Context: an optimization exercise on an open-source flow, tuned for small area, a short achievable clock period and few clock cycles per item. The choices shown serve that exercise and are no tape-out recipe. In this exercise RTL edits were held to simulation tests only and were not proved equivalent to the original.

==> trial 2: inputs <==
Design lut_interp_ctrl, start of the top module:
module lut_interp_ctrl #(
    parameter int DATA_WIDTH = lut_interp_pkg::DEF_DATA_WIDTH,
    parameter int NUM_POINTS = lut_interp_pkg::DEF_NUM_POINTS,
    localparam int ADDR_W    = $clog2(NUM_POINTS)
) (
    input  logic                  clk,
    input  logic                  rst_n,
    input  logic                  cfg_we,
    input  logic [ADDR_W-1:0]     cfg_addr,
    input  logic [DATA_WIDTH-1:0] cfg_x,
    input  logic [DATA_WIDTH-1:0] cfg_y,
    output logic                  cfg_busy,
    input  logic                  in_valid,
    output logic                  in_ready,
    input  logic [DATA_WIDTH-1:0] in_x,
    output logic                  out_valid,
    input  logic                  out_ready,
    output logic [DATA_WIDTH-1:0] out_y,
    output logic                  out_clamped
);
Settings: LEC_CHECK=0, ABC_AREA=1, CAP_MARGIN=20, CORE_MARGIN=2, CORE_UTILIZATION=55, CTS_CLUSTER_DIAMETER=80, CTS_CLUSTER_SIZE=24, SLEW_MARGIN=20; clock period 110.0 ns.
standard.sh (not shown) runs the stock make flow with config.mk's settings and CLKGATE_MAP_FILE= SYNTH_SCRIPT=/design/flow/synth_recipe.tcl, a recipe that flattens the netlist after the stock synthesis.
==> flow/flow/run.sh <==
#!/bin/bash
# Layout flow: the standard ORFS flow, unchanged except that the port
# buffers ORFS inserts at placement are sky130_fd_sc_hd__buf_2 cells
# instead of the ones buffer_ports picks by default (clkdlybuf4s50_1, a
# delay cell). Every input and output port still gets its own buffer.
set -euo pipefail
export BUFFER_PORTS_ARGS="-buffer_cell sky130_fd_sc_hd__buf_2"
bash standard.sh > standard_flow.log 2>&1
==> trial 38 (differences from trial 2) <==
--- a/flow/design.v
+++ b/flow/design.v
@@ -1592,22 +1592,22 @@
         dxn  = (dx & {W{interior}}) << lz;
     end
     logic [W-1:0]   dy1_q, dxn1_q, d1_q, ybase1_q;
     logic           rising1_q, clamped1_q;
     always_ff @(posedge clk) begin
         if (adv_q) begin
-            dy1_q      <= dy;
-            dxn1_q     <= dxn;
+            dy1_q      <= ~dy;
+            dxn1_q     <= ~dxn;
             d1_q       <= dn;
             ybase1_q   <= ybase;
             rising1_q  <= rising;
             clamped1_q <= clamped;
         end
     end
     logic [2*W-1:0] ps, pc;
-    mul16cs u_mul (.a(dy1_q), .b(dxn1_q), .s0(ps), .s1(pc));
+    mul16cs u_mul (.a(~dy1_q), .b(~dxn1_q), .s0(ps), .s1(pc));
     localparam int RB = W + 3;
     localparam int KB = 9;
     typedef struct packed {
         logic [RB-1:0]  rs;
         logic [RB-1:0]  rc;
         logic [W-1:0]   pl;      
==> build 82 (differences from trial 2) <==
Settings changed: CORE_UTILIZATION 55 to 40, CTS_CLUSTER_SIZE 24 to 28.
==> flow_metrics.py <==
metrics = {
    "route": {
        "wl_met3_um": 7791,
    },
    "yosys": {
        "synth_compound_area_frac": 0.08722,
    },
    "run_status": {
        "status": "no timing/DRC/antenna violations",
    },
    "setup_path": {
        "r2r_slack_ns": 87.35,
    },
    "sta": {
        "tightest_slew_ns": 1.073,
    },
}
(the above is from trial 2)
==> flow_metrics.py <==
metrics = {
    "run_status": {
        "status": "no timing/DRC/antenna violations",
    },
    "setup_path": {
        "startpoint": "ov_q",
        "r2r_slack_ns": 86.85,
    },
    "yosys": {
        "synth_compound_area_frac": 0.08722,
        "synthTopCellsByCount": "nand2_1 (1208), inv_1 (1029), fa_1 (554)",
    },
    "sta": {
        "tightest_slew_ns": 1.021,
    },
}
(the above is from build 82)
==> flow_metrics.py <==
metrics = {
    "setup_path": {
        "r2r_slack_ns": 87.49,
        "endpoint_kind": "primary output",
    },
    "final_layout": {
        "top_regs": "tx_q x128, ty_q x128, st2_q x64",
        "multi_input_area_um2": 24540,
    },
    "route": {
        "viasPerCell": 5.563,
    },
    "sta": {
        "tightest_slew_ns": 1.096,
    },
    "run_status": {
        "status": "no timing/DRC/antenna violations",
    },
    "floorplan": {
        "dieArea_um2": 81600,
    },
}
(the above is from trial 38)
Testbench counts of trial 2, summed over its fixed seeds: cycles 3,264, items 3,200.
Testbench counts of trial 38, summed over its fixed seeds: cycles 3,264, items 3,200.
Testbench counts of build 82, summed over its fixed seeds: cycles 3,264, items 3,200.

## static timing again, ports no longer ideal
The flow's constraints put no driver on any port. The routed layouts listed below were extracted and timed again, unchanged, in two steps. Step 1, drivers: a clkbuf_16 drives clk and a buf_2 each remaining input, both assumed. Step 2 adds t to the input delays and takes it off the output delays; t is the mean of the earliest and latest rising clock arrival at the registers after step 1. Input paths then give back, and output paths get back, about the clock's delay inside the block. a / b / c = ideal ports / drivers / drivers and shift; a / b = the first two.
run | t (ns) | slack for setup (ns) | worst data-port slew with drivers (ns) | pins driven straight from the clock port
trial 2 | 0.651 | 86.836 / 86.769 / 86.649 | 0.05 | 1
trial 38 | 0.643 | 86.854 / 86.790 / 86.666 | 0.03 | 1
build 82 | 0.718 | 86.780 / 86.715 / 86.563 | 0.03 | 1
After both steps setup and hold are still met in every run listed. The setup slack of build 82, which loses most, moves by -0.065 ns with the drivers and by -0.217 ns with both steps.
